This design comes from an exercise in tuning for small area and a short achievable clock period on the open sky130 flow, not from production work. Function was checked by simulation only, so behaviour that the tests miss may differ from the original. No activity file was given, so power comes from the tool's default toggle rates.

==> design/flow/design.v <==
module dac_wave_player #(
    parameter int                ND_DAC   = 14,
    parameter int                NA_DAC   = 8,
    parameter int                NDIV     = 16,
    parameter logic [ND_DAC-1:0] MIDSCALE = 14'h2000
) (
    input  logic              clk,
    input  logic              rst,
    input  logic              wr_en,
    input  logic [NA_DAC-1:0] wr_addr,
    input  logic [ND_DAC-1:0] wr_data,
    input  logic [NA_DAC-1:0] play_len,
    input  logic [NDIV-1:0]   div,
    input  logic              loop_en,
    input  logic              start,
    input  logic              stop,
    output logic [ND_DAC-1:0] dac_data,
    output logic              dac_clk,
    output logic [NA_DAC-1:0] rd_addr,
    output logic              busy,
    output logic              done,
    output logic              wr_err,
    output logic [1:0]        dbg_state
);
    typedef enum logic [1:0] {
        S_IDLE = 2'd0,
        S_PLAY = 2'd1,
        S_DONE = 2'd2
    } state_t;
    state_t            r_state;
    state_t            w_state_nxt;
    logic [ND_DAC-1:0] r_mem [0:(1<<NA_DAC)-1];
    logic [ND_DAC-1:0] r_ram_q;
    logic [NA_DAC-1:0] r_len;
    logic [NDIV-1:0]   r_div;
    logic              r_loop;
    logic [NDIV-1:0]   r_cnt;
    logic [NA_DAC-1:0] r_fetch_idx;
    logic              r_first;
    logic [ND_DAC-1:0] r_dac_data;
    logic              r_dac_clk;
    logic [NA_DAC-1:0] r_rd_addr;
    logic              r_wr_err;
    logic [NDIV-1:0]   w_div_clamped;
    logic [NDIV-1:0]   w_half;
    logic              w_start_ok;
    logic              w_cnt_pre;
    logic              w_cnt_end;
    logic              w_last;
    logic              w_finish;
    assign w_div_clamped = (div == '0) ? NDIV'(1) : div;
    assign w_half        = NDIV'(({1'b0, r_div} + (NDIV+1)'(1)) >> 1);
    assign w_start_ok    = start && !stop && (r_state != S_PLAY);
    assign w_cnt_pre     = (r_cnt == (r_div - NDIV'(1)));
    assign w_cnt_end     = (r_cnt == r_div);
    assign w_last        = !r_first && (r_rd_addr == r_len);
    assign w_finish      = (r_state == S_PLAY) && w_cnt_end && w_last && !r_loop;
    always_ff @(posedge clk or negedge rst) begin
        if (!rst) begin
            r_state <= S_IDLE;
        end else begin
            r_state <= w_state_nxt;
        end
    end
    always_comb begin
        w_state_nxt = r_state;
        if (stop) begin
            w_state_nxt = S_IDLE;
        end else begin
            case (r_state)
                S_IDLE:  if (start)    w_state_nxt = S_PLAY;
                S_PLAY:  if (w_finish) w_state_nxt = S_DONE;
                S_DONE:  if (start)    w_state_nxt = S_PLAY;
                default: w_state_nxt = S_IDLE;
            endcase
        end
    end
    always_ff @(posedge clk) begin
        if (wr_en && (r_state != S_PLAY)) begin
            r_mem[wr_addr] <= wr_data;
        end
        if ((r_state == S_PLAY) && w_cnt_pre) begin
            r_ram_q <= r_mem[r_fetch_idx];
        end
    end
    always_ff @(posedge clk or negedge rst) begin
        if (!rst) begin
            r_len       <= '0;
            r_div       <= NDIV'(1);
            r_loop      <= 1'b0;
            r_cnt       <= '0;
            r_fetch_idx <= '0;
            r_first     <= 1'b0;
            r_dac_data  <= MIDSCALE;
            r_dac_clk   <= 1'b0;
            r_rd_addr   <= '0;
            r_wr_err    <= 1'b0;
        end else if (stop) begin
            r_cnt       <= '0;
            r_fetch_idx <= '0;
            r_first     <= 1'b0;
            r_dac_data  <= MIDSCALE;
            r_dac_clk   <= 1'b0;
            r_rd_addr   <= '0;
            r_wr_err    <= 1'b0;
        end else if (w_start_ok) begin
            r_len       <= play_len;
            r_div       <= w_div_clamped;
            r_loop      <= loop_en;
            r_cnt       <= w_div_clamped - NDIV'(1);
            r_fetch_idx <= '0;
            r_first     <= 1'b1;
            r_dac_clk   <= 1'b0;
            r_rd_addr   <= '0;
            r_wr_err    <= 1'b0;
        end else if (r_state == S_PLAY) begin
            if (wr_en) begin
                r_wr_err <= 1'b1;
            end
            if (w_cnt_end) begin
                r_cnt     <= '0;
                r_dac_clk <= 1'b0;
                if (!w_finish) begin
                    r_dac_data  <= {~r_ram_q[ND_DAC-1], r_ram_q[ND_DAC-2:0]};
                    r_rd_addr   <= r_fetch_idx;
                    r_fetch_idx <= (r_fetch_idx == r_len) ? '0 : r_fetch_idx + NA_DAC'(1);
                    r_first     <= 1'b0;
                end
            end else begin
                r_cnt     <= r_cnt + NDIV'(1);
                r_dac_clk <= !r_first && ((r_cnt + NDIV'(1)) >= w_half);
            end
        end
    end
    assign dac_data  = r_dac_data;
    assign dac_clk   = r_dac_clk;
    assign rd_addr   = r_rd_addr;
    assign busy      = (r_state == S_PLAY);
    assign done      = (r_state == S_DONE);
    assign wr_err    = r_wr_err;
    assign dbg_state = r_state;
endmodule
==> design/flow/run.sh <==
#!/bin/bash
# synth_recipe.tcl (not shown) runs the flow's synth.tcl, then flattens the netlist and writes it again
# the make line also repeats each setting of config.mk as NAME=value (left out here)
make -C /OpenROAD-flow-scripts/flow DESIGN_CONFIG=/design/flow/config.mk WORK_HOME=/design/flow/orfs CLKGATE_MAP_FILE= SYNTH_SCRIPT=/design/flow/synth_recipe.tcl finish
==> design/flow/config.mk <==
export PLATFORM = sky130hd
export DESIGN_NAME = dac_wave_player
export DESIGN_NICKNAME = dac_wave_player
export VERILOG_FILES = /design/flow/design.v
export SDC_FILE = /design/flow/constraint.sdc
export NUM_CORES = 4
export LEC_CHECK = 0
export CAP_MARGIN = 20
export CORE_MARGIN = 2
export CORE_UTILIZATION = 50
export SLEW_MARGIN = 20
==> design/flow/constraint.sdc <==
create_clock -name core_clock -period 6.0 [get_ports {clk}]
set_input_delay 1.2000 -clock core_clock [delete_from_list [all_inputs] [get_ports {clk}]]
set_output_delay 1.2000 -clock core_clock [all_outputs]
set_load 0.01 [all_outputs]
==> run notes, run 1 <==
vias in the first global route 73,210; Synth area leader edfxtp_1; WL/cell 35.95 um; crit-path max FO 38; max cap viols 0; simple logic cell fraction of the synthesized area 2.365%; Core Region 285,000 um^2; Cell Rows 196; post-synthesis sequential area ratio 76.81%; Post-Syn Nets 6,929; worst skew pair latency 0.96 ns; top cell type's share of synthesized area 75.48%; crit share post-route 81.17%; CP Data Required Time 6.64 ns; Die Y 539.0 um; TNS Setup 0 ns; Mapped Area 143,100 um^2; largest family of logic cells by synthesized area multiplexers; Slew headroom 13.38%; Top delay family on crit path compound AO/OA/AOI/OAI gates; Port Buffers 79; CP Cell Sequence buf_12 > buf_12 > mux4_2 > or2_2 > a221oi_1 > nor3_1 > nand3b_1 > a21oi_1 > o32ai_1; hold_ws 0.1375 ns; Setup-failing EPs final 0; Static Leakage 0.05145 uW; Post-synth ARST share 2.069%; Area after DPL 150,900 um^2; EDFF count, synth 3,598; Post-CTS Setup Bufs 0; clock-pin slew on the worst setup and hold paths 0.07 ns; CTS buffer count 380; Clock Sinks 3,674; CP endpoint kind register; Syn-to-layout area delta 14.21%; Final Max Tran Viols 0; cts repair resizes 0; chip width 539.0 um; flop-to-flop setup slack 1.13 ns; number of remaining DRC errors 0; Slowest Stage Delay on Critical Path 1.00 ns; slowest CP cell dfrtp_4; initial antenna violation count 21; Multi-input gate area 30,860 um^2; synth top area cells edfxtp_1, mux4_2, mux2i_1; critical path type reg -> reg; register area 110,000 um^2; worst hold-check path type in -> async; post-synthesis mux area share 14.40%; post-route core utilization 57.37%; min Tclk post-route 4.870 ns; post-synthesis compound-gate area fraction 3.983%; Max Root-Sink Buffers 4; initial DRC count 10,750; Clock Skew 0.05210 ns; Synth Area in Adders 0.1836%; gr ovfl total 0; Final ANT Viol Nets 0; pin count of the biggest net entering global routing 161; top post-synthesis cells by count edfxtp_1, mux4_2, nor2_1; DIE AREA 290,600 um^2; H-tree depth 5; GPL Wtd Cong 0.8842; most frequent cell after synthesis edfxtp_1; Pwr Total 57,840 uW; Root Driver clkbuf_16; global-route wire length before repair 576,800 um; outcome finished clean; drt pass-1 iters 6; total track usage 28.20%; share of layout cells above drive strength 1 24.90%; CP Launch Type register; vias per cell 6.535; most frequent CP cell buf_12; fillers 20,930; Avg Synthesized Cell Area 20.88 um^2; Vias 75,120; Synth Area in XOR/XNOR 0.4895%; ys flop type edfxtp_1; FF-to-FF path depth 9; maximum vdd drop 0.0002589 V; worst path bufs/invs 2; RSZ-0062 raised after global routing false; Initial Util 50.23%; detailed placement HPWL 250,000 um; Yosys reg bits 3,674; pwr/cell area 353.8 nW/um^2; CTS tree built; # hold bufs at CTS 0; Netlist cell types 83; Routed WL 413,300 um; Syn. warnings 1; Crit. path cell count 9; final-stage net count 7,477; Max Freq 205.3 MHz; Hold Violations, Final 0; post-synthesis instance total 6,856; Top Ports 80; Finished Cell Area 163,500 um^2; crit path DAT 5.51 ns; Worst-Margin Slew 1.299 ns
report_power, final:
group | leakage, uW | internal (uW) | switching, uW
sequential | 0.0333 | 28300 | 167
clock | 0.00603 | 13500 | 10100
combinational | 0.0121 | 2440 | 3410
routing by layer:
layer  global-route usage (%)  vias to the layer above  wire length, um
li1                         -                    29830                -
met1                    41.52                    40500           168300
met2                    43.09                     4148           190700
met5                        0                        -               27
met3                    5.480                      634            40450
met4                    8.401                        4            13730
stage by stage:
stage | worst slack, ns | std cells
floorplan | 2.404 | 6856
CTS | 1.070 | 11480
finish | 1.130 | 11500
global route | 1.076 | 11490
global placement | 1.108 | 10780
detailed placement | 1.094 | 10780
cell type report:
class / instances / area share (%)
Clock inverter: 251 / 1.607
Tap cell: 3762 / 2.879
Clock buffer: 450 / 5.997
Inverter: 20 / 0.04899
Timing Repair Buffer: 591 / 3.300
Antenna cell: 10 / 0.01531
Sequential cell: 3674 / 67.27
Multi-Input combinational cell: 2737 / 18.88
flip-flops by register name (all words and copies together) (netlist names):
name         cells
r_rd_addr        8
r_dac_data      14
r_div           16
r_len            8
r_wr_err         1
r_state          2
r_ram_q         14
r_fetch_idx      8
r_dac_clk        1
r_mem         3584
r_cnt           16
r_first          1
r_loop           1
final timing paths:
kind,start,to
min in group core_clock,r_loop$_DFFE_PN0P_,r_loop$_DFFE_PN0P_
worst min register to register,r_loop$_DFFE_PN0P_,r_loop$_DFFE_PN0P_
worst max register to register,r_fetch_idx[0]$_DFFE_PN0P_,r_ram_q[3]$_DFFE_PP_
worst max-delay path,r_fetch_idx[0]$_DFFE_PN0P_,r_ram_q[3]$_DFFE_PP_
worst min-delay path,rst,r_div[6]$_DFFE_PN0P_
max in group asynchronous,rst,r_fetch_idx[0]$_DFFE_PN0P_
cell usage in the layout (no fill, tap or decap), types with 40 or more instances in the layout:
| cell | instances |
|---|---|
| clkbuf_16 | 381 |
| buf_4 | 457 |
| nand3_1 | 57 |
| clkdlybuf4s50_1 | 64 |
| nor3_1 | 40 |
| o22ai_1 | 69 |
| a22o_1 | 76 |
| o21ai_0 | 70 |
| edfxtp_1 | 3598 |
| bufinv_16 | 40 |
| xor2_1 | 44 |
| clkinv_1 | 90 |
| a221oi_1 | 87 |
| clkbuf_1 | 68 |
| nor2_1 | 329 |
| a21oi_1 | 137 |
| buf_12 | 51 |
| a22oi_1 | 210 |
| mux2i_1 | 294 |
| clkinv_2 | 73 |
| nand2_1 | 176 |
| dfrtp_1 | 66 |
| mux4_2 | 775 |
cell families (layout without fill, tap and decap cells):
| family | after synthesis | in the layout |
|---|---|---|
| flops | 3674 | 3674 |
| xor+xnor | 80 | 80 |
| simple gates | 752 | 752 |
| compound gates | 804 | 804 |
| mux | 1080 | 1080 |
| buf+inv | 445 | 1312 |
| fa+ha+maj | 21 | 21 |
| other cells | 0 | 10 |
==> run 2, diff against run 1 <==
==> design/flow/design.v (replaced) <==
module dac_wave_player #(
    parameter int                ND_DAC   = 14,
    parameter int                NA_DAC   = 8,
    parameter int                NDIV     = 16,
    parameter logic [ND_DAC-1:0] MIDSCALE = 14'h2000
) (
    input  logic              clk,
    input  logic              rst,
    input  logic              wr_en,
    input  logic [NA_DAC-1:0] wr_addr,
    input  logic [ND_DAC-1:0] wr_data,
    input  logic [NA_DAC-1:0] play_len,
    input  logic [NDIV-1:0]   div,
    input  logic              loop_en,
    input  logic              start,
    input  logic              stop,
    output logic [ND_DAC-1:0] dac_data,
    output logic              dac_clk,
    output logic [NA_DAC-1:0] rd_addr,
    output logic              busy,
    output logic              done,
    output logic              wr_err,
    output logic [1:0]        dbg_state
);
    logic              r_busy;
    logic              r_done;
    logic [(1<<NA_DAC)-1:0][ND_DAC-1:0] r_mem;
    logic [ND_DAC-1:0] r_ram_q;
    logic [ND_DAC-1:0] w_rd_word;
    logic [NA_DAC-1:0] r_len;
    logic [NDIV-1:0]   r_div;
    logic              r_loop;
    logic [NDIV-1:0]   r_rem;         
    logic [NA_DAC-1:0] r_fetch_idx;
    logic              r_first;
    logic [ND_DAC-1:0] r_dac_data;
    logic              r_dac_clk;
    logic [NA_DAC-1:0] r_rd_addr;
    logic              r_wr_err;
    logic [NDIV-1:0]   w_rem_dec;
    logic              w_end;
    logic              w_hit;
    logic              w_start_ok;
    logic              w_finish;
    logic              w_show;
    assign w_start_ok = start && !stop && !r_busy;
    assign w_rem_dec  = r_rem - NDIV'(1);
    assign w_end      = (r_rem == '0);
    assign w_hit      = (w_rem_dec == {1'b0, r_div[NDIV-1:1]});
    assign w_finish   = r_busy && w_end && !r_first && (r_rd_addr == r_len) && !r_loop;
    assign w_show     = r_busy && w_end && !w_finish;
    always_ff @(posedge clk or negedge rst) begin
        if (!rst) begin
            r_busy <= 1'b0;
            r_done <= 1'b0;
        end else begin
            r_busy <= !stop && (r_busy ? !w_finish : start);
            r_done <= !stop && (r_busy ? w_finish : (r_done && !start));
        end
    end
    always_comb begin
        w_rd_word = '0;
        for (int w = 0; w < (1<<NA_DAC); w++) begin
            w_rd_word = w_rd_word | ({ND_DAC{r_fetch_idx == NA_DAC'(w)}} & r_mem[w]);
        end
    end
    for (genvar w = 0; w < (1<<NA_DAC); w++) begin : g_word
        always_ff @(posedge clk) begin
            if (wr_en && !r_busy && (wr_addr == NA_DAC'(w))) begin
                r_mem[w] <= wr_data;
            end
        end
    end
    always_ff @(posedge clk) begin
        r_ram_q <= w_rd_word;
    end
    always_ff @(posedge clk) begin
        if (w_start_ok) begin
            r_len  <= play_len;
            r_div  <= {div[NDIV-1:1], div[0] | (div == '0)};
            r_loop <= loop_en;
        end
        if (w_start_ok) begin
            r_rem       <= NDIV'(1);
            r_fetch_idx <= '0;
            r_first     <= 1'b1;
        end else if (w_end) begin
            r_rem       <= r_div;
            r_fetch_idx <= (r_fetch_idx == r_len) ? '0 : r_fetch_idx + NA_DAC'(1);
            r_first     <= 1'b0;
        end else begin
            r_rem       <= w_rem_dec;
        end
    end
    always_ff @(posedge clk or negedge rst) begin
        if (!rst) begin
            r_dac_data <= MIDSCALE;
            r_dac_clk  <= 1'b0;
            r_rd_addr  <= '0;
            r_wr_err   <= 1'b0;
        end else begin
            r_dac_clk <= !stop && r_busy && !w_end && !r_first && (r_dac_clk || w_hit);
            if (stop) begin
                r_dac_data <= MIDSCALE;
                r_rd_addr  <= '0;
                r_wr_err   <= 1'b0;
            end else if (w_start_ok) begin
                r_rd_addr  <= '0;
                r_wr_err   <= 1'b0;
            end else begin
                if (r_busy && wr_en) begin
                    r_wr_err <= 1'b1;
                end
                if (w_show) begin
                    r_dac_data <= {~r_ram_q[ND_DAC-1], r_ram_q[ND_DAC-2:0]};
                    r_rd_addr  <= r_fetch_idx;
                end
            end
        end
    end
    assign dac_data  = r_dac_data;
    assign dac_clk   = r_dac_clk;
    assign rd_addr   = r_rd_addr;
    assign busy      = r_busy;
    assign done      = r_done;
    assign wr_err    = r_wr_err;
    assign dbg_state = {r_done, r_busy};
endmodule
--- a/design/flow/config.mk
+++ b/design/flow/config.mk
@@ -7,5 +7,6 @@
 export LEC_CHECK = 0
 export CAP_MARGIN = 20
 export CORE_MARGIN = 2
-export CORE_UTILIZATION = 50
+export CORE_UTILIZATION = 60
+export SETUP_SLACK_MARGIN = 3.2
 export SLEW_MARGIN = 20
==> run notes, run 2 <==
gr ovfl total 8,036; most frequent cell after synthesis edfxtp_1; Die Y 480.5 um (-11%); Syn. warnings 1 (unchanged); global-route wire length before repair 1,461,000 um; # hold bufs at CTS 0 (unchanged); Post-synth ARST share 0.7077% (-1.4 points); chip width 480.5 um (-11%); Fail Step global routing (5_1_grt); H-tree depth 5 (unchanged); Synth area leader edfxtp_1; CTS buffer count 369 (-2.9%); vias in the first global route 129,800; detailed placement HPWL 653,200 um (+160%); Avg Synthesized Cell Area 17.33 um^2 (-17%); Clock Sinks 3,674 (unchanged); Top Ports 80 (unchanged); EDFF count, synth 3,609 (+0.31%); post-synthesis sequential area ratio 80.60% (+3.8 points); Max Root-Sink Buffers 4 (unchanged); pre-CTS WS 0.1829 ns (-0.9107 ns); Mapped Area 136,200 um^2 (-4.8%); post-synthesis instance total 7,861 (+15%); ys flop type edfxtp_1; GPL Wtd Cong 1.393 (+58%); Port Buffers 79 (unchanged); dpl cells 11,450 (+6.2%); Yosys reg bits 3,674 (unchanged); Post-Syn Nets 7,918 (+14%); Run Error [ERROR GRT-0116] Global routing finished with congestion. Check the congestion regions in the DRC Viewer.; Cell Rows 174 (-11%); pin count of the biggest net entering global routing 134; total track usage 96.87%; Root Driver clkbuf_16; top post-synthesis cells by count edfxtp_1, a22oi_1, nor2_1; Initial Util 60.46% (+10 points); outcome aborted with a tool error; top cell type's share of synthesized area 79.55% (+4.1 points); synth top area cells edfxtp_1, a22oi_1, nor2_1; Netlist cell types 87 (+4.8%)
[run 2: cell count changes after synthesis, moves of 79 or more]
cell,previous run,this run
a22oi_1,210,1152
mux4_2,775,0
mux2i_1,294,32
nor2_1,334,579
nand4_1,18,200
a32oi_1,0,132
nand3_1,67,199
and3_1,7,94
a22o_1,76,155
[run 2: kinds of logic after synthesis]
family	share of synthesized area (%)
muxes	0.3674
adders and majority gates	0.04592
buffers and inverters	1.398
xor gates and xnor gates	0.3123
DFF	80.60
and+or+nand+nor	6.167
AOI/OAI and AO/OA	11.11
[run 2: how the worst max path moves through the flow]
stage               slack (ns)                    end                         from  cells past startpoint
floorplan                 2.86  r_mem[1000]$_DFFE_PP_                        wr_en                      5
global placement         -0.45     r_ram_q[2]$_DFF_P_  r_fetch_idx[3]$_SDFFE_PP0P_                      9
detailed placement        0.18    r_ram_q[11]$_DFF_P_  r_fetch_idx[5]$_SDFFE_PP0P_                      9
CTS                       2.09     r_ram_q[6]$_DFF_P_  r_fetch_idx[1]$_SDFFE_PP0P_                     11
[run 2: per-layer routing]
layer,GRT overflow,track usage [%]
met4,1709,94.05
met5,162,86.62
met1,1254,95.88
met2,3708,103.4
met3,1203,92.69
[run 2: stage by stage]
step,TNS [ns],total power (uW),hold WS (ns),cell area [um^2],util [%]
global placement,-0.4509,31470,0.4646,148700,65.98
CTS,0,54120,0.4961,170300,75.58
detailed placement,0,31540,0.4787,149700,66.43
floorplan,0,29750,0.4121,136600,-
[run 2: power by group through the flow]
stage / logic (uW) / registers, uW / clock network (uW)
CTS: 3100 / 28500 / 22500
floorplan: 844 / 28900 / 0
global placement: 2440 / 29000 / 0
detailed placement: 2500 / 29000 / 0
[run 2: timing repair]
action / CTS
cloned: 20
gates resized for setup: 919
pin swaps: 271
setup buffers: 470
setup endpoints to repair: 3276

what the ideal ports hide:
How much do the figures lean on ideal ports? The routed layout below was timed once more, with nothing changed but the port constraints.
Step 1, drivers: a clkbuf_16 drives clk and a buf_2 each remaining input, both assumed.
Step 2 times the ports against the registers' clock, not the clock port: input delays grow and output delays shrink by t, the midpoint of the rising clock arrivals with the driver on.
a / b / c = no drivers / after step 1 / after step 2; a / b = the first two.
run: run 1
t, ns: 1.030
slack for setup (ns): 1.130 / 1.130 / 0.920
slew at the worst register clock pin (ns): 0.07 / 0.07
worst data-port slew with drivers (ns): 0.19
cell pins on the clock port's net: 1
After both steps setup and hold are still met in run 1. For run 1, drivers alone change the setup slack by 0.000 ns; drivers and shift together by -0.210 ns.
